What follows belongs to an exercise in optimizing a design on an open flow for a short achievable clock period and few clock cycles per item; a production flow would make more cautious choices. RTL that was checked went through simulation tests only; none was proved equivalent to the original. Only the layout flow was run in runs 1 and 6 to 8; the RTL was not checked for function there. In runs 1 to 3, 5 and 7 the design's own scripts or RTL, not TritonCTS, make the clock network. No driver is modelled on the clock port, so clock power and skew are understated where the tree is cut down; a real chip needs a root buffer or a tree. Power and IR drop assume default switching activity.

File: flow/run.sh
#!/bin/bash
# Standard ORFS flow with: fast port buffers (buffer_ports uses buf_4, and the resizer may
# change a cell's footprint); I/O pins allowed one routing track apart, with the clock pin
# alone in the middle of the left edge; and a two-level clock tree built by cts_tree.tcl in
# place of TritonCTS (the clock port drives four buffers, each driving the leaf buffers of
# one region of flip-flops). ORFS writes each step's log under orfs/logs; make's own output
# goes to make.log.
set -euo pipefail
die=$(grep -o 'DIE_AREA=0 0 [0-9.]* [0-9.]*' standard.sh | awk '{print $4}')
lo=$(awk -v h="$die" 'BEGIN{print int(h/2-10)}'); hi=$(awk -v h="$die" 'BEGIN{print int(h/2+10)}')
sed -e "s|\"\${@:-finish}\"|MATCH_CELL_FOOTPRINT=0 'BUFFER_PORTS_ARGS=-buffer_cell sky130_fd_sc_hd__buf_4' 'PLACE_PINS_ARGS=-min_distance 1 -min_distance_in_tracks -exclude left:$lo-$hi' PRE_IO_PLACEMENT_TCL=$PWD/flow/pins.tcl PRE_CTS_TCL=$PWD/flow/cts_tree.tcl \"\${@:-finish}\"|" standard.sh > flow_standard.sh
bash flow_standard.sh finish > make.log 2>&1
File: flow/cts_tree.tcl
# Manual clock tree: the clock port drives NG first-level clkbufs, each driving an equal share
# of the leaf clkbufs; each leaf clkbuf drives one k-means cluster of at most cap flip-flops.
proc mt_kmeans {pts K} {
  # pts: list of {x y}; returns {centers assign}
  set n [llength $pts]
  set sorted [lsort -real -index 0 $pts]
  set cx {}; set cy {}
  for {set k 0} {$k < $K} {incr k} {
    set s [lindex $sorted [expr {int(($k + 0.5) * $n / $K)}]]
    lappend cx [lindex $s 0]; lappend cy [lindex $s 1]
  }
  for {set iter 0} {$iter < 40} {incr iter} {
    set sx [lrepeat $K 0.0]; set sy [lrepeat $K 0.0]; set cnt [lrepeat $K 0]
    set assign {}
    foreach p $pts {
      set x [lindex $p 0]; set y [lindex $p 1]
      set best 0; set bd 1e30
      for {set k 0} {$k < $K} {incr k} {
        set d [expr {hypot($x-[lindex $cx $k], $y-[lindex $cy $k])}]
        if {$d < $bd} {set bd $d; set best $k}
      }
      lappend assign $best
      lset sx $best [expr {[lindex $sx $best]+$x}]
      lset sy $best [expr {[lindex $sy $best]+$y}]
      lset cnt $best [expr {[lindex $cnt $best]+1}]
    }
    for {set k 0} {$k < $K} {incr k} {
      if {[lindex $cnt $k] > 0} {
        lset cx $k [expr {[lindex $sx $k]/[lindex $cnt $k]}]
        lset cy $k [expr {[lindex $sy $k]/[lindex $cnt $k]}]
      }
    }
  }
  return [list $cx $cy $assign $cnt]
}

proc mt_buf {block master name x y inNet outNetName} {
  set inst [odb::dbInst_create $block $master $name]
  $inst setLocation [expr {int($x)}] [expr {int($y)}]
  $inst setPlacementStatus PLACED
  set net [odb::dbNet_create $block $outNetName]
  $net setSigType CLOCK
  [$inst findITerm A] connect $inNet
  [$inst findITerm X] connect $net
  return $net
}

proc mytree_build {K NG cap {leafMaster sky130_fd_sc_hd__clkbuf_16} {l1Master sky130_fd_sc_hd__clkbuf_16}} {
  set db [ord::get_db]
  set block [ord::get_db_block]
  set clkNet [$block findNet clk]
  set its {}; set pts {}
  foreach it [$clkNet getITerms] {
    set b [[$it getInst] getBBox]
    lappend its $it
    lappend pts [list [expr {([$b xMin]+[$b xMax])/2.0}] [expr {([$b yMin]+[$b yMax])/2.0}]]
  }
  lassign [mt_kmeans $pts $K] cx cy assign cnt
  # split clusters bigger than cap in two until none is
  while {1} {
    set big -1; set bigc $cap
    for {set k 0} {$k < [llength $cnt]} {incr k} { if {[lindex $cnt $k] > $bigc} { set big $k; set bigc [lindex $cnt $k] } }
    if {$big < 0} break
    set sub {}; set subi {}
    set i 0
    foreach p $pts a $assign { if {$a == $big} { lappend sub $p; lappend subi $i }; incr i }
    lassign [mt_kmeans $sub 2] scx scy sassign scnt
    set newk [llength $cnt]
    lset cx $big [lindex $scx 0]; lset cy $big [lindex $scy 0]; lset cnt $big [lindex $scnt 0]
    lappend cx [lindex $scx 1]; lappend cy [lindex $scy 1]; lappend cnt [lindex $scnt 1]
    foreach i $subi a $sassign { if {$a == 1} { lset assign $i $newk } }
  }
  set K [llength $cnt]
  set lpts {}; set lidx {}
  for {set k 0} {$k < $K} {incr k} {
    if {[lindex $cnt $k] > 0} { lappend lpts [list [lindex $cx $k] [lindex $cy $k]]; lappend lidx $k }
  }
  # balanced groups: leaves sorted by angle around their mean, cut into NG equal runs
  set mx 0.0; set my 0.0
  foreach p $lpts { set mx [expr {$mx + [lindex $p 0]}]; set my [expr {$my + [lindex $p 1]}] }
  set nl [llength $lpts]
  set mx [expr {$mx / $nl}]; set my [expr {$my / $nl}]
  set ang {}
  set i 0
  foreach p $lpts { lappend ang [list $i [expr {atan2([lindex $p 1] - $my, [lindex $p 0] - $mx)}]]; incr i }
  set ang [lsort -real -index 1 $ang]
  set gassign [lrepeat $nl 0]
  set gcnt [lrepeat $NG 0]; set gx [lrepeat $NG 0.0]; set gy [lrepeat $NG 0.0]
  set r 0
  foreach a $ang {
    set g [expr {$r * $NG / $nl}]
    set i [lindex $a 0]
    lset gassign $i $g
    lset gcnt $g [expr {[lindex $gcnt $g] + 1}]
    lset gx $g [expr {[lindex $gx $g] + [lindex $lpts $i 0]}]
    lset gy $g [expr {[lindex $gy $g] + [lindex $lpts $i 1]}]
    incr r
  }
  for {set g 0} {$g < $NG} {incr g} {
    lset gx $g [expr {[lindex $gx $g] / [lindex $gcnt $g]}]
    lset gy $g [expr {[lindex $gy $g] / [lindex $gcnt $g]}]
  }
  set leafM [$db findMaster $leafMaster]
  set l1M [$db findMaster $l1Master]
  set l1nets {}
  for {set g 0} {$g < $NG} {incr g} {
    if {[lindex $gcnt $g] == 0} { lappend l1nets {}; continue }
    lappend l1nets [mt_buf $block $l1M "mcts_l1_$g" [lindex $gx $g] [lindex $gy $g] $clkNet "mcts_l1_net_$g"]
  }
  set leafnet [dict create]
  foreach k $lidx g $gassign {
    dict set leafnet $k [mt_buf $block $leafM "mcts_leaf_$k" [lindex $cx $k] [lindex $cy $k] [lindex $l1nets $g] "mcts_leaf_net_$k"]
  }
  foreach it $its k $assign {
    $it disconnect
    $it connect [dict get $leafnet $k]
  }
  puts "mytree: [llength $its] sinks, [llength $lidx] leaves in $NG groups (sizes $gcnt), leaf sizes $cnt"
}
# Sourced by ORFS's cts.tcl before its clock_tree_synthesis call (PRE_CTS_TCL): build the
# tree here, then stand in for clock_tree_synthesis so that it only switches the clock to
# propagated, as clock_tree_synthesis does after building its own tree.
mytree_build 24 4 22
rename clock_tree_synthesis orfs_clock_tree_synthesis
proc clock_tree_synthesis {args} {
  set_propagated_clock [all_clocks]
  puts "clock tree built by cts_tree.tcl"
}
File: flow/pins.tcl
# Put the clock pin in the middle of the left edge; PLACE_PINS_ARGS keeps the other pins
# out of the 20 um around it.
set die [[ord::get_db_block] getDieArea]
set mid [expr {([$die yMin] + [$die yMax]) / 2.0 / [[ord::get_db_tech] getDbUnitsPerMicron]}]
place_pin -pin_name clk -layer met3 -location [list 0 $mid] -pin_size {0.8 0.3} -force_to_die_boundary
File: standard.sh
#!/bin/bash
# synth_recipe.tcl (not shown) runs the flow's synth.tcl, then flattens the netlist and writes it again
# the make line also repeats each setting of config.mk as NAME=value (left out here)
make -C /OpenROAD-flow-scripts/flow DESIGN_CONFIG=/design/flow/config.mk WORK_HOME=/design/flow/orfs CLKGATE_MAP_FILE= SYNTH_SCRIPT=/design/flow/synth_recipe.tcl "${@:-finish}"
File: config.mk
export PLATFORM = sky130hd
export DESIGN_NAME = mem_arbiter_nport
export DESIGN_NICKNAME = mem_arbiter_nport
export VERILOG_FILES = /design/flow/design.v
export SDC_FILE = /design/flow/constraint.sdc
export NUM_CORES = 4
export LEC_CHECK = 0
export ABC_CLOCK_PERIOD_IN_PS = 1500
export CAP_MARGIN = 20
export CORE_AREA = 5 5 315 315
export DIE_AREA = 0 0 320 320
export SETUP_SLACK_MARGIN = 3.3
export SLEW_MARGIN = 20
File: constraint.sdc
create_clock -name core_clock -period 5.0 [get_ports {clk}]
set_input_delay 1.0000 -clock core_clock [delete_from_list [all_inputs] [get_ports {clk}]]
set_output_delay 1.0000 -clock core_clock [all_outputs]
set_load 0.01 [all_outputs]
File: design.v
module mem_arbiter_nport #(
    parameter int NUM_PORTS  = 4,
    parameter int BLOCK_SIZE = 32,
    parameter int ARB_MODE   = 1
) (
    input  logic                              clk,
    input  logic                              rst,
    input  logic [NUM_PORTS-1:0]              req_valid,
    input  logic [NUM_PORTS-1:0]              req_write,
    input  logic [NUM_PORTS-1:0]              req_single,
    input  logic [NUM_PORTS*32-1:0]           req_addr,
    input  logic [NUM_PORTS*BLOCK_SIZE*8-1:0] req_wdata,
    output logic [NUM_PORTS-1:0]              grant,
    output logic [NUM_PORTS-1:0]              resp_done,
    output logic [BLOCK_SIZE*8-1:0]           resp_rdata,
    output logic [31:0]                       addr,
    output logic                              write,
    output logic [31:0]                       wdata,
    output logic [1:0]                        transfer,
    input  logic [31:0]                       rdata,
    input  logic                              ready
);
    localparam int NP     = NUM_PORTS;
    localparam int WORDS  = BLOCK_SIZE / 4;
    localparam int LINE_W = BLOCK_SIZE * 8;
    function automatic logic [NP-1:0] rr_pick(input logic [NP-1:0] req, input logic [NP-1:0] after);
        logic [NP-1:0] pick;
        logic          found;
        pick = '0;
        for (int s = 0; s < NP; s++) begin
            if (after[s]) begin
                found = 1'b0;
                for (int i = 1; i <= NP; i++) begin
                    if (!found && req[(s + i) % NP]) begin
                        pick[(s + i) % NP] = 1'b1;
                        found = 1'b1;
                    end
                end
            end
        end
        rr_pick = pick;
    endfunction
    function automatic logic [NP-1:0] between(input logic [NP-1:0] a, input logic [NP-1:0] b);
        logic [NP-1:0] m;
        logic          inRange;
        m = '0;
        for (int s = 0; s < NP; s++) begin
            if (a[s]) begin
                inRange = 1'b1;
                for (int i = 1; i < NP; i++) begin
                    if (b[(s + i) % NP]) inRange = 1'b0;
                    if (inRange) m[(s + i) % NP] = 1'b1;
                end
            end
        end
        between = m;
    endfunction
    logic [NP-1:0] ptr;      
    logic [NP-1:0] nxt;      
    logic          nxtV;
    logic [NP-1:0] nxtLo;    
    logic [NP-1:0] nxtHi;    
    logic [NP-1:0] btw;      
    logic [NP-1:0] btwFree;  
    logic [NP-1:0] busy;     
    logic             idle;       
    logic             selNew;     
    logic             last;       
    logic [NP-1:0]    owner;      
    logic [WORDS-1:0] beatOH;     
    logic [WORDS-1:0] capture;    
    logic [LINE_W-1:32] lineHi;   
    logic [NP-1:0] cand;
    logic          go, commit;
    assign go     = idle || ready;
    assign cand   = req_valid & ~busy;
    assign commit = nxtV && !(|(req_valid & btwFree)) && go && selNew;
    logic [LINE_W-1:0] newLine;
    logic [31:0]       newAddr;
    logic              newWrite, newSingle;
    always_comb begin
        newLine   = '0;
        newAddr   = '0;
        newWrite  = 1'b0;
        newSingle = 1'b0;
        for (int p = 0; p < NP; p++) begin
            newLine[LINE_W/2-1:0] = newLine[LINE_W/2-1:0] | (req_wdata[p*LINE_W +: LINE_W/2] & {(LINE_W/2){nxtLo[p]}});
            newLine[LINE_W-1:LINE_W/2] = newLine[LINE_W-1:LINE_W/2] | (req_wdata[p*LINE_W + LINE_W/2 +: LINE_W/2] & {(LINE_W/2){nxtHi[p]}});
            newAddr   = newAddr | (req_addr[p*32 +: 32] & {32{nxtLo[p]}});
            newWrite  = newWrite | (req_write[p] & nxtLo[p]);
            newSingle = newSingle | (req_single[p] & nxtLo[p]);
        end
        newAddr = newSingle ? {newAddr[31:2], 2'b00} : {newAddr[31:5], 5'b0};
    end
    logic [NP-1:0] nxtN;
    logic          nxtVN;
    always_comb begin
        if (commit) begin
            nxtN  = rr_pick(cand & ~nxt, nxt);
            nxtVN = |(cand & ~nxt);
        end else begin
            nxtN  = rr_pick(cand, ptr);
            nxtVN = |cand;
        end
    end
    logic [NP-1:0] busyN, btwN;
    always_comb begin
        busyN = (busy & ~resp_done) | (commit ? nxt : '0);
        btwN  = commit ? between(nxt, nxtN) : between(ptr, nxtN);
    end
    always_ff @(posedge clk or posedge rst) begin
        if (rst) begin
            ptr     <= NP'(1) << (NP - 1);
            nxt     <= '0;
            nxtV    <= 1'b0;
            busy    <= '0;
            btw     <= between(NP'(1) << (NP - 1), '0);
            btwFree <= between(NP'(1) << (NP - 1), '0);
        end else begin
            busy    <= busyN;
            nxt     <= nxtN;
            nxtV    <= nxtVN;
            btw     <= btwN;
            btwFree <= btwN & ~busyN;
            if (commit) ptr <= nxt;
        end
    end
    always_ff @(posedge clk) nxtLo <= nxtN;
    always_ff @(posedge clk or posedge rst) begin
        if (rst) nxtHi <= '1;
        else     nxtHi <= nxtN;
    end
    logic [1:0]        transferN;
    logic [NP-1:0]     grantN;
    logic              writeN;
    logic [31:0]       addrN;
    logic [31:0]       wdataN;
    always_comb begin
        if (selNew) begin
            transferN = commit ? 2'b10 : 2'b00;
            grantN    = nxtLo;
            writeN    = newWrite;
            addrN     = newAddr;
            wdataN    = newLine[31:0];
        end else begin
            transferN = 2'b11;
            grantN    = grant;
            writeN    = write;
            addrN     = {addr[31:5], addr[4:2] + 3'd1, addr[1:0]};
            wdataN    = '0;
            for (int w = 1; w < WORDS; w++)
                wdataN = wdataN | (lineHi[w*32 +: 32] & {32{beatOH[w-1]}});
        end
    end
    always_ff @(posedge clk or posedge rst) begin
        if (rst) begin
            transfer  <= 2'b00;
            idle      <= 1'b1;
            selNew    <= 1'b1;
            capture   <= '0;
            owner     <= '0;
            resp_done <= '0;
            grant     <= '0;
            write     <= 1'b0;
            addr      <= '0;
            wdata     <= '0;
        end else begin
            resp_done <= (!idle && last && ready) ? owner : '0;
            if (go) begin
                transfer <= transferN;
                grant    <= grantN;
                write    <= writeN;
                addr     <= addrN;
                wdata    <= wdataN;
                if (selNew) begin
                    idle    <= !commit;
                    selNew  <= !commit || newSingle;
                    capture <= (commit && !newWrite) ? WORDS'(1) : '0;
                    owner   <= nxt;
                end else begin
                    selNew  <= beatOH[WORDS-2];
                    capture <= capture << 1;
                end
            end
        end
    end
    always_ff @(posedge clk) begin
        if (selNew) lineHi <= newLine[LINE_W-1:32];
        if (go) begin
            if (selNew) begin
                last   <= newSingle;
                beatOH <= WORDS'(1);
            end else begin
                last   <= beatOH[WORDS-2];
                beatOH <= beatOH << 1;
            end
        end
    end
    always_ff @(posedge clk or posedge rst) begin
        if (rst) begin
            resp_rdata <= '0;
        end else begin
            for (int w = 0; w < WORDS; w++)
                if (capture[w]) resp_rdata[w*32 +: 32] <= rdata;
        end
    end
endmodule
==> results.json, run 1 <==
{
  "outcome": "complete, no violations",
  "ant_nets": 0,
  "rows": 113,
  "place_area_sq_mm": 0.0408,
  "ys_seq_elements": 600,
  "hold_path_class": "flip-flop to flip-flop",
  "cellPowerDensity_mw_per_mm2": 376,
  "avgSynthCellArea_sq_um": 11.9,
  "first_pass_iters": 7,
  "drive_gt1_share_pct": 58.0,
  "avgViaCountPerCell": 5.74,
  "wl_per_cell_um": 38.6,
  "worstSetupPathType": "input pin to flip-flop",
  "cap_violations": 0,
  "holdPathEnd": "resp_done[1]",
  "min_period_ns": 2.07,
  "synth_area_sq_mm": 0.0279,
  "fmaxAchievable_mhz": 483,
  "syn_inst": 2350,
  "final_cell_mix": "buf_4 (1355), a22oi_1 (554), buf_6 (391)",
  "r2r_start": "beatOH[1]",
  "die_area_sq_mm": 0.102,
  "cts_hold_buf": 0,
  "worst_hold_path.num_cells": 1,
  "yosysWarningCount": 1,
  "critical_path.max_fanout": 5,
  "final_common_cell": "buf_4",
  "max-vdd-ir-drop_uv": 235,
  "dp_slack_ns": 1.54,
  "p_leak_nw": 22.2,
  "tns_ns": 0,
  "area_growth_pct": 70.4,
  "drv_slew": 0,
  "async_reset_ff_share_pct": 60.7,
  "grt_pass1_vias": 30300,
  "slowest_delay_ns": 0.27,
  "clk_latency_ns": 0.42,
  "die_x_um": 320,
  "final_cell_area_sq_mm": 0.0476,
  "globalplace.congestion": 1.15,
  "drc": 0,
  "nets": 5210,
  "synth_edf_count": 232,
  "vias": 31200,
  "dieHeight_um": 320,
  "setup_viol": 0,
  "drt_iter0_markers": 3148,
  "core_sq_mm": 0.0952,
  "place_hpwl_um": 158000,
  "io_buffer_count": 1519,
  "cts.clk_slew.worst_paths_ns": 0.06,
  "drt-total-wl_um": 209000,
  "synth_ff_type": "dfrtp_1",
  "grt_pass1_wl_um": 267000,
  "grt_setup_unrepaired": "true",
  "maxSlewHeadroom_pct": 27.0,
  "rrSetupSlack_ns": 3.09,
  "antenna_found_initial": 170,
  "rr_worst_depth": 5,
  "setup_slack_ns": 2.93,
  "arrival_ns": 2.39,
  "post-route-period-util_pct": 41.4,
  "initial_core_util_pct": 29.3,
  "startpoint_type": "input pin",
  "io_pins": 1529,
  "grt_overflow_total": 0,
  "hold_slack_ns": 0.461,
  "tightest_slew_ns": 1.09,
  "crit_required_ns": 5.32,
  "finClkSkew_ns": 0.0429,
  "grt_max_degree": 123,
  "reg2reg_to": "wdata[18]",
  "ys_seq_area_share_pct": 57.9,
  "min-delay-start": "owner[1]",
  "critical_path.slowest_cell": "a22o_4",
  "synthDistinctLibCells": 54,
  "track_usage_pct": 37.7,
  "end_kind": "flip-flop",
  "hold_violations": 0,
  "cp_cell_sequence": "buf_8 -> a22o_4 -> nor3_4 -> nand3_4 -> o21ai_1 -> nand4_1 -> buf_4 -> a21oi_2"
}
[where the power goes]
| part | total (W) | switching (W) | internal (W) |
|---|---|---|---|
| combinational | 0.00717 | 0.00343 | 0.00374 |
| clock | 0.00315 | 0.00160 | 0.00155 |
| sequential | 0.00758 | 0.000764 | 0.00681 |
| total | 0.0179 | 0.00579 | 0.0121 |
[critical path: cells and delay by family]
kind / cells / cell delay (ns)
and+or+nand+nor: 3 / 0.57
AOI/OAI and AO/OA: 3 / 0.51
buffers and inverters: 2 / 0.30
[final cells by class]
type | instances | area, sq um
flip-flops and latches | 600 | 16200
plain buffers | 44 | 1100
well taps | 1265 | 1580
diodes | 154 | 385
multi-input cells | 1522 | 11800
fillers | 8765 | 47600
repair inverters | 4 | 38.8
inverters | 10 | 80.1
repair buffers | 1828 | 16400
[cells by family after synthesis]
kind of cell / after synthesis / share of synthesized area [%]
AO/OA/AOI/OAI: 826 / 21.7
adder cells (fa/ha/maj): 1 / 0.0448
buffers and inverters: 231 / 3.24
flip-flops: 600 / 57.9
multiplexers: 264 / 10.6
other: 1 / 0.0134
AND/OR/NAND/NOR: 427 / 6.40
[worst max-delay path by stage]
stage,cells after the start,from,endpoint
finish,8,req_valid[2],btwFree[0]
global route,8,req_valid[2],btwFree[0]
CTS,1,wdata[30],wdata[30]
detailed placement,8,ready,btwFree[1]
global placement,8,ready,btwFree[1]
floorplan,1,rst,addr[10]
[state kept, by name (all words and copies together), names as in the netlist, 7 cells and up]
| signal | flops |
|---|---|
| addr | 30 |
| wdata | 32 |
| resp_rdata | 256 |
| beatOH | 7 |
| lineHi | 224 |
| capture | 8 |
[per-stage QoR]
step                      power, W  util, %  instances
after global placement      0.0124     42.9       4962
after detailed placement    0.0125     42.9       4962
after floorplan            0.00946        -       2351
after CTS                   0.0171     48.1       5177
final                       0.0179     50.0       5427
after global routing        0.0185     49.9       5394
[repair_timing]
action                                 4_1_cts  5_1_grt
setup endpoints to repair                 1222      565
cloned                                      16       16
setup buffers                              155       80
resized for setup                          518       97
endpoints found under the hold margin        0        0
pin swaps                                   59       66
[cell usage after synthesis (3+ instances only)]
| master | number | share of area (%) |
|---|---|---|
| mux2_2 | 263 | 11 |
| buf_1 | 33 | 0.44 |
| nor2b_1 | 8 | 0.18 |
| clkbuf_1 | 174 | 2.3 |
| buf_2 | 9 | 0.16 |
| o21ai_0 | 82 | 1.5 |
| a221oi_1 | 30 | 0.94 |
| buf_4 | 3 | 0.081 |
| nand2_1 | 284 | 3.8 |
| a222oi_1 | 32 | 1.1 |
| nand3_1 | 70 | 1.3 |
| edfxtp_1 | 232 | 25 |
| inv_1 | 8 | 0.11 |
| dfstp_2 | 10 | 0.94 |
| a21o_1 | 3 | 0.081 |
| a21oi_1 | 43 | 0.77 |
| nand2b_1 | 4 | 0.090 |
| dfrtp_1 | 354 | 32 |
| a22o_1 | 36 | 1.1 |
| dfxtp_1 | 4 | 0.29 |
| nor3_1 | 4 | 0.072 |
| a22oi_1 | 579 | 16 |
| and2_1 | 4 | 0.090 |
| nor2_1 | 45 | 0.61 |
[routing by layer]
layer	track usage [%]	wire, um
met1	38.9	68100
met3	14.7	22000
met5	1.71	320
met2	59.6	95800
met4	33.1	23100
==> run 2: changes to the inputs <==
--- a/design.v
+++ b/design.v
@@ -92,21 +92,20 @@
         end
         newAddr = newSingle ? {newAddr[31:2], 2'b00} : {newAddr[31:5], 5'b0};
     end
-    logic [NP-1:0] nxtN;
+    logic [NP-1:0] pickA, pickH, btwA, btwH, freeA, freeH;
+    logic [NP-1:0] nxtN, busyN, btwN;
     logic          nxtVN;
     always_comb begin
-        if (commit) begin
-            nxtN  = rr_pick(cand & ~nxt, nxt);
-            nxtVN = |(cand & ~nxt);
-        end else begin
-            nxtN  = rr_pick(cand, ptr);
-            nxtVN = |cand;
-        end
-    end
-    logic [NP-1:0] busyN, btwN;
-    always_comb begin
-        busyN = (busy & ~resp_done) | (commit ? nxt : '0);
-        btwN  = commit ? between(nxt, nxtN) : between(ptr, nxtN);
+        pickA = rr_pick(cand & ~nxt, nxt);        
+        pickH = rr_pick(cand, ptr);               
+        btwA  = between(nxt, pickA);
+        btwH  = between(ptr, pickH);
+        freeA = ~((busy & ~resp_done) | nxt);
+        freeH = ~(busy & ~resp_done);
+        nxtN  = commit ? pickA : pickH;
+        nxtVN = commit ? |(cand & ~nxt) : |cand;
+        busyN = commit ? ~freeA : ~freeH;
+        btwN  = commit ? btwA : btwH;
     end
     always_ff @(posedge clk or posedge rst) begin
         if (rst) begin
@@ -121,7 +120,7 @@
             nxt     <= nxtN;
             nxtV    <= nxtVN;
             btw     <= btwN;
-            btwFree <= btwN & ~busyN;
+            btwFree <= commit ? (btwA & freeA) : (btwH & freeH);
             if (commit) ptr <= nxt;
         end
     end
--- a/config.mk
+++ b/config.mk
@@ -9,5 +9,5 @@
 export CAP_MARGIN = 20
 export CORE_AREA = 5 5 315 315
 export DIE_AREA = 0 0 320 320
-export SETUP_SLACK_MARGIN = 3.3
+export SETUP_SLACK_MARGIN = 3.1
 export SLEW_MARGIN = 20
==> results.json, run 2 <==
{
  "critical_path.max_fanout": 7,
  "avgSynthCellArea_sq_um": 11.8,
  "antenna_found_initial": 151,
  "synth_ff_type": "dfrtp_1",
  "maxSlewHeadroom_pct": 25.9,
  "drt_iter0_markers": 3279,
  "synthTopCellsByCount": "a22oi_1 (484), nand2_1 (371), dfrtp_1 (354)",
  "track_usage_pct": 34.5,
  "worstSetupPathType": "input pin to flip-flop",
  "outcome": "complete, no violations",
  "ys_seq_elements": 600,
  "final_cell_mix": "buf_4 (1322), a22oi_1 (482), nand2_1 (369)",
  "core_sq_mm": 0.0952,
  "grt_max_degree": 140,
  "dieHeight_um": 320,
  "synth_most_common_cell": "a22oi_1",
  "end_kind": "flip-flop",
  "largest_reg_flops": 256,
  "synthDistinctLibCells": 48,
  "vias": 30200,
  "io_pins": 1529,
  "synth_top_area_share_pct": 31.7,
  "grt_setup_unrepaired": "true",
  "synthTopCellsByArea": "dfrtp_1 (32%), edfxtp_1 (25%), a22oi_1 (13%)",
  "place_area_sq_mm": 0.0407,
  "min_period_ns": 2.04,
  "cap_violations": 0,
  "first_pass_iters": 10,
  "ant_nets": 0,
  "cts_hold_buf": 0,
  "top_register": "resp_rdata",
  "synth_top_area_cell": "dfrtp_1",
  "syn_inst": 2363,
  "initial_core_util_pct": 29.4,
  "avgViaCountPerCell": 5.70,
  "tightest_slew_ns": 1.11,
  "grt_pass1_vias": 29600,
  "fmaxAchievable_mhz": 491,
  "place_hpwl_um": 145000,
  "clk_latency_ns": 0.43,
  "post-route-period-util_pct": 40.7,
  "top_regs": "resp_rdata x256, lineHi x224, wdata x32",
  "globalplace.congestion": 1.08,
  "synth_edf_count": 232,
  "grt_pass1_wl_um": 248000,
  "drive_gt1_share_pct": 53.9,
  "finClkSkew_ns": 0.0627,
  "crit_required_ns": 5.31,
  "setup_viol": 0,
  "async_reset_ff_share_pct": 60.7,
  "nets": 5096,
  "arrival_ns": 2.35,
  "startpoint_type": "input pin",
  "io_buffer_count": 1519,
  "wl_per_cell_um": 36.3,
  "hold_violations": 0,
  "max-vdd-ir-drop_uv": 330,
  "setup_slack_ns": 2.96,
  "p_leak_nw": 20.7,
  "cellPowerDensity_mw_per_mm2": 630,
  "dp_slack_ns": 2.33,
  "drc": 0,
  "area_growth_pct": 61.7,
  "drv_slew": 0,
  "hold_path_class": "flip-flop to flip-flop",
  "synth_area_sq_mm": 0.0279,
  "rrSetupSlack_ns": 3.00,
  "rows": 113,
  "die_x_um": 320,
  "ys_seq_area_share_pct": 57.9,
  "num-fill-cells": 8916,
  "final_cell_area_sq_mm": 0.0451,
  "cts.clk_slew.worst_paths_ns": 0.06,
  "drt-total-wl_um": 192000,
  "yosysWarningCount": 1,
  "final_common_cell": "buf_4",
  "grt_overflow_total": 0,
  "die_area_sq_mm": 0.102
}
==> run 2: changes by cell type in the layout (fill, tap and decap cells not counted), moves of 29 or more <==
cell	change
buf_4	-33
buf_6	-50
a221oi_1	+36
a22o_1	+29
nand3_1	+36
nand2_1	+102
a22oi_1	-72
==> run 2: logic make-up after synthesis <==
| kind of cell | count (synthesis) | share of synthesized area (%) |
|---|---|---|
| fa+ha+maj | 1 | 0.0448 |
| mux | 269 | 10.8 |
| buf+inv | 221 | 3.06 |
| compound gates | 747 | 20.3 |
| flops | 600 | 57.9 |
| other cells | 1 | 0.0134 |
| simple gates | 524 | 7.88 |
==> run 2: critical path, cell delays in order <==
cell      delay, ns
buf_6          0.09
a222oi_1       0.34
nand3_2        0.17
buf_6          0.16
nor2_4         0.16
buf_12         0.17
a211oi_1       0.06
nor3_2         0.19
==> run 2: cell type report <==
class	instances	area, sq um	area share, %
sequential	600	16200	35.9
multi-input combinational	1543	11200	24.9
tap	1265	1580	3.51
buffer	47	1180	2.61
antenna	129	323	0.715
timing repair buffer	1701	14600	32.3
inverter	3	16.3	0.0360
==> run 2: per-stage QoR <==
step	util (%)	setup TNS (ns)	total power [W]	hold WS [ns]	cells
final	47.4	0	0.0284	0.473	5288
after global routing	47.4	0	0.0295	0.498	5268
after CTS	46.6	0	0.0279	0.474	5113
after detailed placement	42.8	0	0.0228	0.459	4965
after global placement	42.8	0	0.0227	0.451	4965
after floorplan	-	-309.42	0.0160	0.447	2364
==> run 2: what timing repair did <==
| action | CTS | global route |
|---|---|---|
| buffers inserted | 97 | 44 |
| resized for setup | 362 | 19 |
| setup endpoints to repair | 804 | 424 |
| pin swaps | 13 | 3 |
| gates cloned | 4 | 2 |
==> run 2: path summary, 6_finish.rpt <==
check | startpoint | end | cells past startpoint
max | req_valid[0] | nxtLo[0] | 8
min | owner[1] | resp_done[1] | 1
max reg2reg | nxtLo[0] | lineHi[108] | 3
min reg2reg | owner[1] | resp_done[1] | 1
max in group asynchronous | rst | wdata[13] | 3
min in group asynchronous | rst | resp_rdata[12] | 2
==> run 2: per-layer routing <==
| metal | routed length, um | track usage [%] | part of all wire [%] |
|---|---|---|---|
| met1 | 63700 | 35.7 | 33 |
| met2 | 87000 | 54.4 | 45 |
| met3 | 20200 | 13.7 | 10 |
| met4 | 20900 | 30.0 | 11 |
| met5 | 266 | 0.972 | 0.14 |
==> run 2: report_power, final <==
part / internal, W / switching, W / leakage [nW]
sequential: 0.00811 / 0.00176 / 6.88
clock: 0.00165 / 0.00165 / 0.580
combinational: 0.00689 / 0.00836 / 13.2
Testbench counts of run 2, summed over its fixed seeds: cycles 12,747, items 2,048.
==> run 3: changes to the inputs <==
--- a/config.mk
+++ b/config.mk
@@ -9,5 +9,5 @@
 export CAP_MARGIN = 20
 export CORE_AREA = 5 5 315 315
 export DIE_AREA = 0 0 320 320
-export SETUP_SLACK_MARGIN = 3.1
+export SETUP_SLACK_MARGIN = 3.3
 export SLEW_MARGIN = 20
==> results.json, run 3 <==
{
  "io_buffer_count": 1519,
  "synth_edf_count": 232,
  "arrival_ns": 2.36,
  "p_sw_w": 0.0121,
  "max-vdd-ir-drop_uv": 276,
  "grt_overflow_total": 0,
  "rr_worst_depth": 5,
  "fin_cells": 5331,
  "dieHeight_um": 320,
  "fmaxAchievable_mhz": 495,
  "post-route-period-util_pct": 40.4,
  "clkPwrFrac_pct": 10.9,
  "async_reset_ff_share_pct": 60.7,
  "top_register": "resp_rdata",
  "p_leak_nw": 21.0,
  "initial_core_util_pct": 29.4,
  "track_usage_pct": 34.8,
  "p_total_w": 0.0294,
  "placedCellCount": 4964,
  "ys_seq_elements": 600,
  "end_kind": "flip-flop",
  "first_pass_iters": 9,
  "clk_latency_ns": 0.43,
  "combinationalPowerShare_pct": 55.1,
  "drt-total-wl_um": 193000,
  "yosysWarningCount": 1,
  "min_period_ns": 2.02,
  "synth_xor_area_share_pct": 0,
  "drc": 0,
  "hold_path_class": "flip-flop to flip-flop",
  "globalplace.congestion": 1.17,
  "finClkSkew_ns": 0.0556,
  "startpoint_type": "input pin",
  "synthDistinctLibCells": 48,
  "ant_nets": 0,
  "die_x_um": 320,
  "switching_share_pct": 41.3,
  "syn_inst": 2363,
  "synth_area_sq_mm": 0.0279,
  "synthTopCellsByCount": "a22oi_1 (484), nand2_1 (371), dfrtp_1 (354)",
  "cap_violations": 0,
  "largest_reg_flops": 256,
  "place_hpwl_um": 143000,
  "drive_gt1_share_pct": 54.8,
  "drt_iter0_markers": 3188,
  "grt_max_degree": 118,
  "dp_slack_ns": 2.13,
  "synthMuxAreaShare_pct": 10.8,
  "synth_top_family_by_area": "compound AO/OA/AOI/OAI gates",
  "maxSlewHeadroom_pct": 29.0,
  "critical_path.slowest_cell": "a222oi_1",
  "core_sq_mm": 0.0952,
  "hold_violations": 0,
  "synth_top_area_cell": "dfrtp_1",
  "p_seq_share_pct": 33.9,
  "avgSynthCellArea_sq_um": 11.8,
  "synth_ff_type": "dfrtp_1",
  "final_util_pct": 48.1,
  "tightest_slew_ns": 1.06,
  "cts.clk_slew.worst_paths_ns": 0.08,
  "avgViaCountPerCell": 5.70,
  "outcome": "complete, no violations",
  "path_common_cell": "buf_6",
  "grt_pass1_vias": 30300,
  "cp_cell_sequence": "buf_6 -> a222oi_1 -> nand3_1 -> buf_6 -> nor2_4 -> buf_6 -> mux2_4",
  "synth_fa_ha_area_share_pct": 0.0448,
  "io_pins": 1529,
  "synth_most_common_cell": "a22oi_1",
  "drv_slew": 0,
  "critPathTopFamily": "buffers and inverters",
  "worst_hold_path.num_cells": 1,
  "internal-power_w": 0.0173,
  "area_growth_pct": 64.0,
  "top_regs": "resp_rdata x256, lineHi x224, wdata x32",
  "critical_path.max_fanout": 5,
  "worst-path-stages": 7,
  "vias": 30400,
  "final_common_cell": "buf_4",
  "hold_slack_ns": 0.491,
  "rows": 113,
  "cts_hold_buf": 0,
  "synthTopCellsByArea": "dfrtp_1 (32%), edfxtp_1 (25%), a22oi_1 (13%)",
  "wl_per_cell_um": 36.2,
  "setup_viol": 0,
  "crit_required_ns": 5.34,
  "final_cell_mix": "buf_4 (1343), a22oi_1 (478), nand2_1 (367)",
  "grt_pass1_wl_um": 251000,
  "die_area_sq_mm": 0.102,
  "cp.buffers_inverters": 3,
  "ys_seq_area_share_pct": 57.9,
  "cellPowerDensity_mw_per_mm2": 642,
  "synth_compound_area_share_pct": 20.3,
  "worstSetupPathType": "input pin to flip-flop",
  "synthSimpleGateAreaFrac_pct": 7.88,
  "synth_top_area_share_pct": 31.7,
  "nets": 5143,
  "grt_setup_unrepaired": "true",
  "antenna_found_initial": 138,
  "setup_slack_ns": 2.98,
  "slowest_delay_ns": 0.31
}
==> run 3: changes by cell type in the layout (fill, tap and decap cells not counted), moves of 3 or more <==
cell       delta
buf_4        +21
buf_6        +12
clkbuf_16     +7
buf_12        +6
a22oi_1       -4
a22oi_2       +4
diode_2       -4
a221oi_1      -3
==> run 3: power by group through the flow <==
| stage | Clock, W | Sequential [W] | Combinational (W) |
|---|---|---|---|
| 4_1_cts | 0.00326 | 0.00996 | 0.0153 |
| 2_1_floorplan | 0 | 0.00991 | 0.00607 |
| 5_1_grt | 0.00344 | 0.0102 | 0.0168 |
| 6_report | 0.00322 | 0.00998 | 0.0162 |
| 3_5_place_dp | 0 | 0.0104 | 0.0124 |
| 3_3_place_gp | 0 | 0.0104 | 0.0122 |
==> run 3: final timing paths <==
| check | from | to | slack [ns] |
|---|---|---|---|
| setup / recovery | req_valid[0] | ptr[3] | 2.98 |
| hold / removal | owner[1] | resp_done[1] | 0.49 |
| setup reg to reg | nxtLo[0] | wdata[23] | 3.21 |
| hold reg to reg | owner[1] | resp_done[1] | 0.49 |
| max in group asynchronous | rst | capture[1] | 3.34 |
| min in group asynchronous | rst | resp_rdata[170] | 0.74 |
==> run 3: per-layer routing <==
| metal | part of all wire [%] | vias up | global-route usage [%] | wire length (um) |
|---|---|---|---|---|
| met5 | 0.16 | - | 1.57 | 313 |
| met4 | 11 | 42 | 29.4 | 20400 |
| met3 | 11 | 804 | 13.9 | 20300 |
| met2 | 45 | 2165 | 54.5 | 87700 |
| met1 | 33 | 15000 | 36.5 | 64300 |
| li1 | - | 12400 | - | - |
==> run 3: what timing repair did <==
item | 4_1_cts | 5_1_grt
gates resized for setup | 388 | 34
cloned | 9 | 9
pin swaps | 17 | 24
endpoints found under the setup margin | 821 | 632
setup buffers | 119 | 60
==> run 3: cell families (layout without fill, tap and decap cells) <==
logic type      after synthesis  count (layout)
compound gates              747             747
fa+ha+maj                     1               1
buf+inv                     221            1797
flops                       600             600
mux                         269             269
other cells                   1             127
simple gates                524             525
==> run 3: final cells by class <==
type,count,area (sq um)
diodes,125,313
plain buffers,45,1130
fillers,8772,49300
inverters,3,17.5
multi-input cells,1544,11300
flip-flops and latches,600,16200
well taps,1265,1580
repair buffers,1749,15200
==> run 3: per-stage QoR <==
stage | setup TNS (ns) | instance area, sq um
finish | 0 | 45800
global route | 0 | 45800
CTS | 0 | 44700
detailed placement | 0 | 40700
global placement | 0 | 40700
floorplan | -309.42 | 28300
==> run 4: changes to the inputs <==
==> flow/run.sh (replaced) <==
#!/bin/bash
# Standard ORFS flow with: fast port buffers (buffer_ports uses buf_4, and the resizer may
# change a cell's footprint); I/O pins allowed one routing track apart, with the clock pin
# alone in the middle of the left edge; and a two-level clock tree built by cts_tree.tcl in
# place of TritonCTS (the clock port drives four buffers, each driving the leaf buffers of
# one region of flip-flops); and after CTS, one more setup repair of the paths into the
# registers (post_cts.tcl). ORFS writes each step's log under orfs/logs; make's own output
# goes to make.log.
set -euo pipefail
die=$(grep -o 'DIE_AREA=0 0 [0-9.]* [0-9.]*' standard.sh | awk '{print $4}')
lo=$(awk -v h="$die" 'BEGIN{print int(h/2-10)}'); hi=$(awk -v h="$die" 'BEGIN{print int(h/2+10)}')
sed -e "s|\"\${@:-finish}\"|MATCH_CELL_FOOTPRINT=0 'BUFFER_PORTS_ARGS=-buffer_cell sky130_fd_sc_hd__buf_4' 'PLACE_PINS_ARGS=-min_distance 1 -min_distance_in_tracks -exclude left:$lo-$hi' PRE_IO_PLACEMENT_TCL=$PWD/flow/pins.tcl PRE_CTS_TCL=$PWD/flow/cts_tree.tcl POST_CTS_TCL=$PWD/flow/post_cts.tcl \"\${@:-finish}\"|" standard.sh > flow_standard.sh
bash flow_standard.sh finish > make.log 2>&1
==> flow/post_cts.tcl (new file) <==
# Sourced by ORFS's cts.tcl after its own timing repair (POST_CTS_TCL). The paths to the
# output ports cannot be sped up by sizing, and repair_timing stops at the worst path, so the
# paths into the registers were left unrepaired. One more setup repair pass runs with the
# output delay lifted; then the SDC is read again, which puts the output delay back as given.
set_output_delay 0 -clock [all_clocks] [all_outputs]
repair_timing -setup -setup_margin $::env(SETUP_SLACK_MARGIN) -repair_tns 100 -verbose
read_sdc $::env(SDC_FILE)
set_propagated_clock [all_clocks]
detailed_placement
check_placement -verbose
estimate_parasitics -placement
report_worst_slack -max
==> results.json, run 4 <==
{
  "outcome": "did not finish",
  "lastStage": "4_1_cts",
  "error": "Error: cts.tcl, 90 can't read \"::env(SDC_FILE)\": no such variable",
  "synthMuxAreaShare_pct": 10.8,
  "synth_edf_count": 232,
  "yosysWarningCount": 1,
  "synthTopCellsByCount": "a22oi_1 (484), nand2_1 (371), dfrtp_1 (354)",
  "synthTopCellsByArea": "dfrtp_1 (32%), edfxtp_1 (25%), a22oi_1 (13%)",
  "dieHeight_um": 320,
  "place_hpwl_um": 143000,
  "synth_area_sq_mm": 0.0279,
  "globalplace.congestion": 1.17,
  "synth_compound_area_share_pct": 20.3,
  "synth_top_family_by_area": "compound AO/OA/AOI/OAI gates",
  "synthDistinctLibCells": 48,
  "initial_core_util_pct": 29.4,
  "async_reset_ff_share_pct": 60.7,
  "die_x_um": 320,
  "ys_seq_elements": 600,
  "syn_inst": 2363,
  "synth_top_area_cell": "dfrtp_1",
  "avgSynthCellArea_sq_um": 11.8,
  "io_pins": 1529,
  "rows": 113,
  "synthSimpleGateAreaFrac_pct": 7.88,
  "synth_top_area_share_pct": 31.7,
  "synth_xor_area_share_pct": 0,
  "synth_most_common_cell": "a22oi_1",
  "ys_seq_area_share_pct": 57.9,
  "synth_ff_type": "dfrtp_1",
  "io_buffer_count": 1519,
  "synth_fa_ha_area_share_pct": 0.0448,
  "place_area_sq_mm": 0.0407
}
==> run 4: how the worst max path moves through the flow <==
stage,startpoint,endpoint,cells past startpoint,slack (ns)
2_1_floorplan,rst,addr[10],1,-0.87
3_3_place_gp,ready,grant[1],6,2.14
3_5_place_dp,ready,grant[2],6,2.13
==> run 4: power groups by stage <==
stage	registers, W	logic (W)	clock network (W)
2_1_floorplan	0.00991	0.00607	0
3_5_place_dp	0.0104	0.0124	0
3_3_place_gp	0.0104	0.0122	0
==> run 4: metrics by stage <==
step | hold slack (ns) | instances | worst slack, ns
2_1_floorplan | 0.447 | 2364 | -0.874
3_3_place_gp | 0.454 | 4963 | 2.14
3_5_place_dp | 0.458 | 4964 | 2.13
==> run 4: cell families after synthesis <==
logic type / count (synthesis)
AO/OA/AOI/OAI: 747
flip-flops: 600
AND/OR/NAND/NOR: 524
multiplexers: 269
buffers and inverters: 221
adder cells (fa/ha/maj): 1
other: 1
==> run 5: changes to the inputs <==
==> flow/post_cts.tcl (replaced) <==
# Sourced by ORFS's cts.tcl after its own timing repair (POST_CTS_TCL). The paths to the
# output ports cannot be sped up by sizing, and repair_timing stops at the worst path, so the
# paths into the registers were left unrepaired. One more setup repair pass runs with the
# output delay lifted; then the output delay is put back as the SDC gives it.
set f [open $::env(RESULTS_DIR)/3_place.sdc]
set sdc [read $f]
close $f
if {![regexp {set_output_delay\s+([0-9.]+)} $sdc -> outDelay]} { error "no output delay in the SDC" }
set_output_delay 0 -clock [all_clocks] [all_outputs]
repair_timing -setup -setup_margin $::env(SETUP_SLACK_MARGIN) -repair_tns 100 -verbose
set_output_delay $outDelay -clock [all_clocks] [all_outputs]
detailed_placement
check_placement -verbose
estimate_parasitics -placement
report_worst_slack -max
==> results.json, run 5 <==
{
  "die_x_um": 320,
  "outcome": "complete, no violations",
  "syn_inst": 2363,
  "vias": 30600,
  "drive_gt1_share_pct": 54.8,
  "drt-total-wl_um": 193000,
  "avgViaCountPerCell": 5.73,
  "top_regs": "resp_rdata x256, lineHi x224, wdata x32",
  "end_kind": "flip-flop",
  "critical_path.max_fanout": 5,
  "post-route-period-util_pct": 39.9,
  "drc": 0,
  "grt_overflow_total": 0,
  "final_cell_area_sq_mm": 0.0459,
  "cellPowerDensity_mw_per_mm2": 642,
  "synth_edf_count": 232,
  "synth_xor_area_share_pct": 0,
  "crit_required_ns": 5.34,
  "yosysWarningCount": 1,
  "fmaxAchievable_mhz": 501,
  "grt_max_degree": 118,
  "grt_pass1_vias": 30300,
  "worstSetupPathType": "input pin to flip-flop",
  "min_period_ns": 2.00,
  "die_area_sq_mm": 0.102,
  "synthSimpleGateAreaFrac_pct": 7.88,
  "wl_per_cell_um": 36.2,
  "place_hpwl_um": 143000,
  "drv_slew": 0,
  "maxSlewHeadroom_pct": 28.1,
  "clk_latency_ns": 0.43,
  "largest_reg_flops": 256,
  "area_growth_pct": 64.3,
  "hold_violations": 0,
  "final_common_cell": "buf_4",
  "clkPwrFrac_pct": 10.9,
  "synth_fa_ha_area_share_pct": 0.0448,
  "synth_top_family_by_area": "compound AO/OA/AOI/OAI gates",
  "cts.clk_slew.worst_paths_ns": 0.06,
  "track_usage_pct": 34.9,
  "cap_violations": 0,
  "top_register": "resp_rdata",
  "p_seq_share_pct": 33.9,
  "p_leak_nw": 21.1,
  "switching_share_pct": 41.2,
  "dieHeight_um": 320,
  "synthTopCellsByCount": "a22oi_1 (484), nand2_1 (371), dfrtp_1 (354)",
  "max-vdd-ir-drop_uv": 274,
  "grt_setup_unrepaired": "true",
  "core_sq_mm": 0.0952,
  "dp_slack_ns": 2.13,
  "avgSynthCellArea_sq_um": 11.8,
  "drt_iter0_markers": 3045,
  "first_pass_iters": 7,
  "async_reset_ff_share_pct": 60.7,
  "synth_ff_type": "dfrtp_1",
  "initial_core_util_pct": 29.4,
  "io_buffer_count": 1519,
  "synth_area_sq_mm": 0.0279,
  "synth_compound_area_share_pct": 20.3,
  "globalplace.congestion": 1.17,
  "hold_path_class": "flip-flop to flip-flop",
  "synthMuxAreaShare_pct": 10.8,
  "synth_top_area_share_pct": 31.7,
  "setup_slack_ns": 3.00,
  "arrival_ns": 2.34,
  "internal-power_w": 0.0173,
  "io_pins": 1529,
  "p_sw_w": 0.0121,
  "ys_seq_elements": 600,
  "synth_top_area_cell": "dfrtp_1",
  "combinationalPowerShare_pct": 55.2,
  "tightest_slew_ns": 1.08,
  "synth_most_common_cell": "a22oi_1",
  "nets": 5148,
  "finClkSkew_ns": 0.0494,
  "synthTopCellsByArea": "dfrtp_1 (32%), edfxtp_1 (25%), a22oi_1 (13%)",
  "grt_pass1_wl_um": 252000,
  "setup_viol": 0,
  "final_cell_mix": "buf_4 (1344), a22oi_1 (478), nand2_1 (367)",
  "synthDistinctLibCells": 48,
  "ys_seq_area_share_pct": 57.9,
  "startpoint_type": "input pin",
  "rows": 113,
  "ant_nets": 0,
  "place_area_sq_mm": 0.0407,
  "antenna_found_initial": 136
}
[run 5: cell counts after synthesis]
Identical to the previous run, type by type.
[run 5: cell families (layout without fill, tap and decap cells)]
kind of cell / Yosys count / after routing
mux: 269 / 269
compound gates: 747 / 747
simple gates: 524 / 525
flops: 600 / 600
fa+ha+maj: 1 / 1
buf+inv: 221 / 1802
other cells: 1 / 125
[run 5: final cells by class]
class,instances,area (sq um)
repair buffers,1754,15300
fillers,8759,49300
inverters,3,20.0
diodes,123,308
plain buffers,45,1130
well taps,1265,1580
multi-input cells,1544,11300
flip-flops and latches,600,16200
[run 5: path summary, 6_finish.rpt]
| kind | startpoint | to | depth (start not counted) | slack (ns) |
|---|---|---|---|---|
| worst max-delay path | req_valid[0] | ptr[3] | 7 | 3.00 |
| worst max register to register | nxtLo[0] | wdata[27] | 5 | 3.16 |
| max in group asynchronous | rst | capture[1] | 3 | 3.34 |
| min in group asynchronous | rst | resp_rdata[170] | 2 | 0.73 |
| worst min-delay path | owner[0] | resp_done[0] | 1 | 0.49 |
| worst min register to register | owner[0] | resp_done[0] | 1 | 0.49 |
[run 5: per-layer routing]
layer	part of all wire (%)	track usage, %	routed length [um]	vias up
met1	33	36.6	63500	15000
met2	45	54.7	87800	2253
met4	11	29.6	20800	44
met5	0.15	1.57	285	-
li1	-	-	-	12400
met3	11	13.9	20800	846
[run 5: stage by stage]
| stage | util [%] | hold slack [ns] | TNS (ns) | instances | power (W) |
|---|---|---|---|---|---|
| after global routing | 48.2 | 0.506 | 0 | 5314 | 0.0306 |
| after floorplan | - | 0.447 | -309.42 | 2364 | 0.0160 |
| after global placement | 42.8 | 0.454 | 0 | 4963 | 0.0226 |
| final | 48.2 | 0.491 | 0 | 5334 | 0.0295 |
| after detailed placement | 42.8 | 0.458 | 0 | 4964 | 0.0228 |
[run 5: worst max-delay path, stage by stage]
cell	delay, ns
buf_6	0.09
a222oi_1	0.31
nand3_1	0.17
buf_6	0.16
nor2_4	0.16
buf_6	0.15
mux2_4	0.29
[run 5: power groups by stage]
stage                     registers, W  clock network [W]  logic [W]
after global routing            0.0102            0.00344     0.0169
after global placement          0.0104                  0     0.0122
after detailed placement        0.0104                  0     0.0124
final                          0.00998            0.00322     0.0163
after floorplan                0.00991                  0    0.00607
==> run 6: changes to the inputs <==
--- a/design.v
+++ b/design.v
@@ -55,14 +55,28 @@
         end
         between = m;
     endfunction
+    logic          commitR;
+    logic [NP-1:0] nxtA, nxtH;        
+    logic          nxtVA, nxtVH;
+    logic [NP-1:0] dataA, dataH;      
+    logic [NP-1:0] dataHiA, dataHiH;  
+    logic [NP-1:0] freeBtwA, freeBtwH;
+    logic [NP-1:0] busyA, busyH;
+    logic [NP-1:0] ptrPrev, nxtPrev;
     logic [NP-1:0] ptr;      
     logic [NP-1:0] nxt;      
     logic          nxtV;
     logic [NP-1:0] nxtLo;    
     logic [NP-1:0] nxtHi;    
-    logic [NP-1:0] btw;      
     logic [NP-1:0] btwFree;  
     logic [NP-1:0] busy;     
+    assign ptr     = commitR ? nxtPrev : ptrPrev;
+    assign nxt     = commitR ? nxtA : nxtH;
+    assign nxtV    = commitR ? nxtVA : nxtVH;
+    assign nxtLo   = commitR ? dataA : dataH;
+    assign nxtHi   = commitR ? dataHiA : dataHiH;
+    assign btwFree = commitR ? freeBtwA : freeBtwH;
+    assign busy    = commitR ? busyA : busyH;
     logic             idle;       
     logic             selNew;     
     logic             last;       
@@ -92,42 +106,52 @@
         end
         newAddr = newSingle ? {newAddr[31:2], 2'b00} : {newAddr[31:5], 5'b0};
     end
-    logic [NP-1:0] pickA, pickH, btwA, btwH, freeA, freeH;
-    logic [NP-1:0] nxtN, busyN, btwN;
-    logic          nxtVN;
+    logic [NP-1:0] pickA, pickH, freeA, freeH;
     always_comb begin
         pickA = rr_pick(cand & ~nxt, nxt);        
         pickH = rr_pick(cand, ptr);               
-        btwA  = between(nxt, pickA);
-        btwH  = between(ptr, pickH);
         freeA = ~((busy & ~resp_done) | nxt);
         freeH = ~(busy & ~resp_done);
-        nxtN  = commit ? pickA : pickH;
-        nxtVN = commit ? |(cand & ~nxt) : |cand;
-        busyN = commit ? ~freeA : ~freeH;
-        btwN  = commit ? btwA : btwH;
-    end
-    always_ff @(posedge clk or posedge rst) begin
-        if (rst) begin
-            ptr     <= NP'(1) << (NP - 1);
-            nxt     <= '0;
-            nxtV    <= 1'b0;
-            busy    <= '0;
-            btw     <= between(NP'(1) << (NP - 1), '0);
-            btwFree <= between(NP'(1) << (NP - 1), '0);
-        end else begin
-            busy    <= busyN;
-            nxt     <= nxtN;
-            nxtV    <= nxtVN;
-            btw     <= btwN;
-            btwFree <= commit ? (btwA & freeA) : (btwH & freeH);
-            if (commit) ptr <= nxt;
-        end
-    end
-    always_ff @(posedge clk) nxtLo <= nxtN;
-    always_ff @(posedge clk or posedge rst) begin
-        if (rst) nxtHi <= '1;
-        else     nxtHi <= nxtN;
+    end
+    always_ff @(posedge clk or posedge rst) begin
+        if (rst) begin
+            commitR  <= 1'b0;
+            nxtA     <= '0;
+            nxtH     <= '0;
+            nxtVA    <= 1'b0;
+            nxtVH    <= 1'b0;
+            freeBtwA <= between(NP'(1) << (NP - 1), '0);
+            freeBtwH <= between(NP'(1) << (NP - 1), '0);
+            busyA    <= '0;
+            busyH    <= '0;
+            ptrPrev  <= NP'(1) << (NP - 1);
+            nxtPrev  <= NP'(1) << (NP - 1);
+        end else begin
+            commitR  <= commit;
+            nxtA     <= pickA;
+            nxtH     <= pickH;
+            nxtVA    <= |(cand & ~nxt);
+            nxtVH    <= |cand;
+            freeBtwA <= between(nxt, pickA) & freeA;
+            freeBtwH <= between(ptr, pickH) & freeH;
+            busyA    <= ~freeA;
+            busyH    <= ~freeH;
+            ptrPrev  <= ptr;
+            nxtPrev  <= nxt;
+        end
+    end
+    always_ff @(posedge clk) begin
+        dataA <= pickA;
+        dataH <= pickH;
+    end
+    always_ff @(posedge clk or posedge rst) begin
+        if (rst) begin
+            dataHiA <= '1;
+            dataHiH <= '1;
+        end else begin
+            dataHiA <= pickA;
+            dataHiH <= pickH;
+        end
     end
     logic [1:0]        transferN;
     logic [NP-1:0]     grantN;
==> results.json, run 6 <==
{
  "synth_xor_area_share_pct": 0.0304,
  "io_buffer_count": 1519,
  "synth_compound_area_share_pct": 21.6,
  "grt_max_degree": 90,
  "synth_fa_ha_area_share_pct": 0.0434,
  "ys_seq_area_share_pct": 58.3,
  "ys_seq_elements": 626,
  "error": "[ERROR GRT-0116] Global routing finished with congestion. Check the congestion regions in the DRC Viewer.",
  "grt_pass1_wl_um": 299000,
  "synth_top_family_by_area": "compound AO/OA/AOI/OAI gates",
  "synthTopCellsByCount": "a22oi_1 (554), dfrtp_1 (368), nand2_1 (311)",
  "synthTopCellsByArea": "dfrtp_1 (32%), edfxtp_1 (24%), a22oi_1 (14%)",
  "synth_most_common_cell": "a22oi_1",
  "synthDistinctLibCells": 47,
  "outcome": "did not finish",
  "grt_overflow_total": 3,
  "dp_slack_ns": 1.64,
  "synthSimpleGateAreaFrac_pct": 5.96,
  "synth_top_area_share_pct": 31.9,
  "die_x_um": 320,
  "io_pins": 1529,
  "synth_area_sq_mm": 0.0288,
  "yosysWarningCount": 1,
  "track_usage_pct": 42.4,
  "synthMuxAreaShare_pct": 10.9,
  "syn_inst": 2376,
  "avgSynthCellArea_sq_um": 12.1,
  "synth_edf_count": 232,
  "place_hpwl_um": 150000,
  "dieHeight_um": 320,
  "grt_pass1_vias": 35200,
  "async_reset_ff_share_pct": 61.7,
  "initial_core_util_pct": 30.3,
  "synth_ff_type": "dfrtp_1",
  "synth_top_area_cell": "dfrtp_1",
  "globalplace.congestion": 1.12,
  "rows": 113,
  "lastStage": "5_1_grt"
}
## run 6: cell types whose count changed after synthesis, sizes merged, moves of 11 or more
cell,change
a221oi,-33
a22oi,+70
a41oi,+33
buf,+11
dfrtp,+14
nand2,-60
nand3,-62
## run 6: logic make-up after synthesis
group,count (synthesis)
flip-flops,626
AO/OA/AOI/OAI,825
other,1
buffers and inverters,231
AND/OR/NAND/NOR,411
adder cells (fa/ha/maj),1
XOR/XNOR,1
multiplexers,280
## run 6: metrics by stage
step                      hold WS, ns  cell area (sq um)  instances  power (W)
after floorplan                 0.441              29200       2377     0.0152
after global placement          0.457              41700       4988     0.0215
after detailed placement        0.467              41700       4988     0.0217
## run 6: worst max-delay path by stage
stage,from,endpoint,slack (ns),depth (start not counted)
2_1_floorplan,rst,addr[10],-1.18,1
3_3_place_gp,commitR,wdata[21],1.66,5
3_5_place_dp,ready,addr[27],1.64,7
## run 6: power by group through the flow
stage | Combinational, W | Clock (W) | Sequential (W)
after detailed placement | 0.0121 | 0 | 0.00960
after global placement | 0.0120 | 0 | 0.00952
after floorplan | 0.00529 | 0 | 0.00994
## run 6: layer usage
metal | track usage, % | overflow
met5 | 4.77 | 0
met4 | 38.3 | 0
met3 | 17.4 | 0
met2 | 63.4 | 2
met1 | 45.6 | 1
==> run 7: changes to the inputs <==
--- a/config.mk
+++ b/config.mk
@@ -9,5 +9,6 @@
 export CAP_MARGIN = 20
 export CORE_AREA = 5 5 315 315
 export DIE_AREA = 0 0 320 320
+export PLACE_DENSITY = 0.5
 export SETUP_SLACK_MARGIN = 3.3
 export SLEW_MARGIN = 20
==> results.json, run 7 <==
{
  "outcome": "complete, no violations",
  "final_common_cell": "buf_4",
  "grt_setup_unrepaired": "true",
  "min_period_ns": 2.34,
  "async_reset_ff_share_pct": 61.7,
  "num-fill-cells": 8466,
  "cap_violations": 0,
  "maxSlewHeadroom_pct": 32.8,
  "grt_overflow_total": 0,
  "cellPowerDensity_mw_per_mm2": 609,
  "initial_core_util_pct": 30.3,
  "drv_slew": 0,
  "grt_pass1_vias": 32300,
  "synthDistinctLibCells": 47,
  "ys_seq_area_share_pct": 58.3,
  "syn_inst": 2376,
  "track_usage_pct": 36.6,
  "ant_nets": 0,
  "startpoint_type": "flip-flop",
  "placedCellCount": 4979,
  "dp_slack_ns": 1.82,
  "rows": 113,
  "place_hpwl_um": 124000,
  "reg2reg_to": "wdata[3]",
  "clk_latency_ns": 0.44,
  "antenna_found_initial": 64,
  "synth_top_area_share_pct": 31.9,
  "end_kind": "flip-flop",
  "ys_seq_elements": 626,
  "first_pass_iters": 7,
  "dieHeight_um": 320,
  "slowest_delay_ns": 0.72,
  "critical_path.slowest_cell": "a222oi_1",
  "drt-total-wl_um": 206000,
  "finClkSkew_ns": 0.0652,
  "synthTopCellsByCount": "a22oi_1 (554), dfrtp_1 (368), nand2_1 (311)",
  "multi_input_area_sq_mm": 0.0149,
  "synth_top_area_cell": "dfrtp_1",
  "critical_path.max_fanout": 7,
  "rrSetupSlack_ns": 2.66,
  "setup_viol": 0,
  "core_sq_mm": 0.0952,
  "tightest_slew_ns": 1.01,
  "avgSynthCellArea_sq_um": 12.1,
  "drive_gt1_share_pct": 66.4,
  "grt_pass1_wl_um": 265000,
  "cts.clk_slew.worst_paths_ns": 0.09,
  "area_growth_pct": 78.1,
  "synth_most_common_cell": "a22oi_1",
  "setup_slack_ns": 2.66,
  "top_regs": "resp_rdata x256, lineHi x224, wdata x32",
  "drt_iter0_markers": 3272,
  "hold_violations": 0,
  "max-vdd-ir-drop_uv": 328,
  "nets": 5322,
  "cp_cell_sequence": "mux2_8 -> buf_12 -> a222oi_1 -> nand3_2 -> a22o_1",
  "fin_cells": 5447,
  "arrival_ns": 2.66,
  "die_x_um": 320,
  "die_area_sq_mm": 0.102,
  "synth_ff_type": "dfrtp_1",
  "top_register": "resp_rdata",
  "r2r_start": "commitR",
  "synth_area_sq_mm": 0.0288,
  "hold_path_class": "input pin to async pin",
  "vias": 32400,
  "synth_edf_count": 232,
  "io_pins": 1529,
  "worstSetupPathType": "flip-flop to flip-flop",
  "crit_required_ns": 5.32,
  "area.sequential_sq_mm": 0.0168,
  "io_buffer_count": 1519,
  "final_cell_mix": "buf_4 (1362), buf_6 (376), dfrtp_1 (364)",
  "grt_max_degree": 101,
  "globalplace.congestion": 1.03,
  "yosysWarningCount": 1,
  "synthTopCellsByArea": "dfrtp_1 (32%), edfxtp_1 (24%), a22oi_1 (14%)",
  "post-route-period-util_pct": 46.8,
  "fmaxAchievable_mhz": 427,
  "avgViaCountPerCell": 5.94,
  "drc": 0,
  "wl_per_cell_um": 37.8,
  "largest_reg_flops": 256,
  "p_leak_nw": 22.8,
  "rr_worst_depth": 5
}
-- run 7: cell counts after synthesis --
Identical to the previous run, type by type.
-- run 7: stage by stage --
stage                     setup TNS, ns  instance area (sq um)  power [W]  hold slack [ns]  util (%)
after floorplan                 -432.49                  29200     0.0152            0.441         -
after global placement                0                  41600     0.0213            0.457      43.7
after detailed placement              0                  41600     0.0214            0.458      43.7
after global routing                  0                  51300     0.0321            0.451      53.9
final                                 0                  51400     0.0313            0.475      54.0
-- run 7: area by class of cell --
class	count	share of cell area (%)
multi-input combinational	1598	29.0
buffer	45	2.19
antenna	62	0.302
timing repair buffer	1839	32.5
inverter	11	0.119
timing repair inverter	1	0.0146
sequential	626	32.8
tap	1265	3.08
-- run 7: report_power, final --
| part | switching (W) | internal, W |
|---|---|---|
| logic | 0.00965 | 0.00840 |
| clock network | 0.00171 | 0.00159 |
| registers | 0.00170 | 0.00824 |
| total | 0.0131 | 0.0182 |
-- run 7: worst max path at each step --
stage / endpoint / slack [ns] / startpoint / cells after the start
after floorplan: addr[10] / -1.18 / rst / 1
after global placement: lineHi[222] / 1.82 / commitR / 4
after detailed placement: lineHi[222] / 1.82 / commitR / 4
after global routing: wdata[3] / 2.69 / commitR / 5
final: wdata[3] / 2.66 / commitR / 5
-- run 7: cell families after synthesis --
| kind of cell | after synthesis | synth area share [%] |
|---|---|---|
| compound gates | 825 | 21.6 |
| xor+xnor | 1 | 0.0304 |
| fa+ha+maj | 1 | 0.0434 |
| buf+inv | 231 | 3.15 |
| flops | 626 | 58.3 |
| mux | 280 | 10.9 |
| other cells | 1 | 0.0130 |
| simple gates | 411 | 5.96 |
-- run 7: worst max-delay path: cells and delay by family, from the launching register on --
kind	cells	cell delay [ns]
simple gates	1	0.12
mux	1	0.41
flops	1	0.58
compound gates	2	0.92
buf+inv	1	0.18
-- run 7: per-layer routing --
metal | wire, um | vias to the layer above | part of all wire (%) | GRT usage (%)
met5 | 83 | - | 0.040 | 0.0463
met4 | 19900 | 14 | 9.7 | 26.9
met3 | 19900 | 810 | 9.7 | 11.6
met2 | 91900 | 2464 | 45 | 58.0
met1 | 73900 | 16100 | 36 | 41.7
li1 | - | 13000 | - | -
==> run 8: changes to the inputs <==
--- a/config.mk
+++ b/config.mk
@@ -7,8 +7,7 @@
 export LEC_CHECK = 0
 export ABC_CLOCK_PERIOD_IN_PS = 1500
 export CAP_MARGIN = 20
-export CORE_AREA = 5 5 315 315
-export DIE_AREA = 0 0 320 320
-export PLACE_DENSITY = 0.5
+export CORE_AREA = 5 5 325 325
+export DIE_AREA = 0 0 330 330
 export SETUP_SLACK_MARGIN = 3.3
 export SLEW_MARGIN = 20
==> results.json, run 8 <==
{
  "track_usage_pct": 35.4,
  "error": "[ERROR GRT-0116] Global routing finished with congestion. Check the congestion regions in the DRC Viewer.",
  "async_reset_ff_share_pct": 61.7,
  "yosysWarningCount": 1,
  "grt_overflow_total": 2,
  "grt_pass1_wl_um": 268000,
  "synthTopCellsByCount": "a22oi_1 (554), dfrtp_1 (368), nand2_1 (311)",
  "syn_inst": 2376,
  "synthDistinctLibCells": 47,
  "synth_edf_count": 232,
  "synth_most_common_cell": "a22oi_1",
  "ys_seq_elements": 626,
  "outcome": "did not finish",
  "place_hpwl_um": 132000,
  "initial_core_util_pct": 28.3,
  "synthTopCellsByArea": "dfrtp_1 (32%), edfxtp_1 (24%), a22oi_1 (14%)",
  "io_buffer_count": 1519,
  "synth_ff_type": "dfrtp_1",
  "die_x_um": 330,
  "grt_max_degree": 131,
  "synth_top_area_cell": "dfrtp_1",
  "globalplace.congestion": 1.08,
  "avgSynthCellArea_sq_um": 12.1,
  "rows": 117,
  "place_area_sq_mm": 0.0417,
  "ys_seq_area_share_pct": 58.3,
  "io_pins": 1529,
  "synth_area_sq_mm": 0.0288,
  "placedCellCount": 5088,
  "synth_top_area_share_pct": 31.9,
  "dieHeight_um": 330,
  "grt_pass1_vias": 33900,
  "lastStage": "5_1_grt"
}
==> run 8: power groups by stage <==
stage / logic [W] / registers [W] / clock network [W]
detailed placement: 0.0118 / 0.00955 / 0
global placement: 0.0117 / 0.00948 / 0
floorplan: 0.00529 / 0.00994 / 0
==> run 8: cells by family after synthesis <==
kind of cell,Yosys count,synth area share (%)
compound gates,825,21.6
mux,280,10.9
buf+inv,231,3.15
fa+ha+maj,1,0.0434
xor+xnor,1,0.0304
other cells,1,0.0130
flops,626,58.3
simple gates,411,5.96
==> run 8: metal layers <==
layer	track usage, %	overflow
met2	54.9	2
met3	14.0	0
met4	31.3	0
met1	37.0	0
met5	2.26	0
==> run 8: worst min-delay path by stage <==
| stage | from | depth (start not counted) | end | slack, ns |
|---|---|---|---|---|
| floorplan | owner[3] | 2 | owner[3] | 0.44 |
| global placement | owner[2] | 1 | resp_done[2] | 0.45 |
| detailed placement | owner[2] | 1 | resp_done[2] | 0.46 |
==> run 8: metrics by stage <==
stage	utilization, %	TNS (ns)	setup WS [ns]	total power [W]
floorplan	-	-432.49	-1.18	0.0152
detailed placement	41.0	0	1.60	0.0213
global placement	41.0	0	1.62	0.0212

## what the ideal ports hide
How much do the figures lean on ideal ports? The routed layouts below were timed once more, with nothing changed but the port constraints.
Step 1, drivers: a clkbuf_16 drives clk and a buf_2 each remaining input, both assumed.
Step 2 adds t to the input delays and takes it off the output delays; t is the mean of the earliest and latest rising clock arrival at the registers after step 1. Input paths then give back, and output paths get back, about the clock's delay inside the block.
Three values: ideal ports, drivers, drivers and shift; two values: the first two.
run	t (ns)	setup slack, ns	clock arrival spread, ns	pins driven straight from the clock port
run 1	0.536	2.929 / 2.862 / 2.472	0.054 / 0.055	4
run 2	0.540	2.965 / 2.860 / 2.492	0.079 / 0.079	4
run 3	0.529	2.979 / 2.885 / 2.505	0.072 / 0.073	4
run 5	0.528	3.004 / 2.885 / 2.532	0.070 / 0.070	4
run 7	0.545	2.659 / 2.659 / 2.546	0.075 / 0.076	4
After both steps setup and hold are still met in every run listed. The setup slack of run 3, which loses most, moves by -0.094 ns with the drivers and by -0.474 ns with both steps.
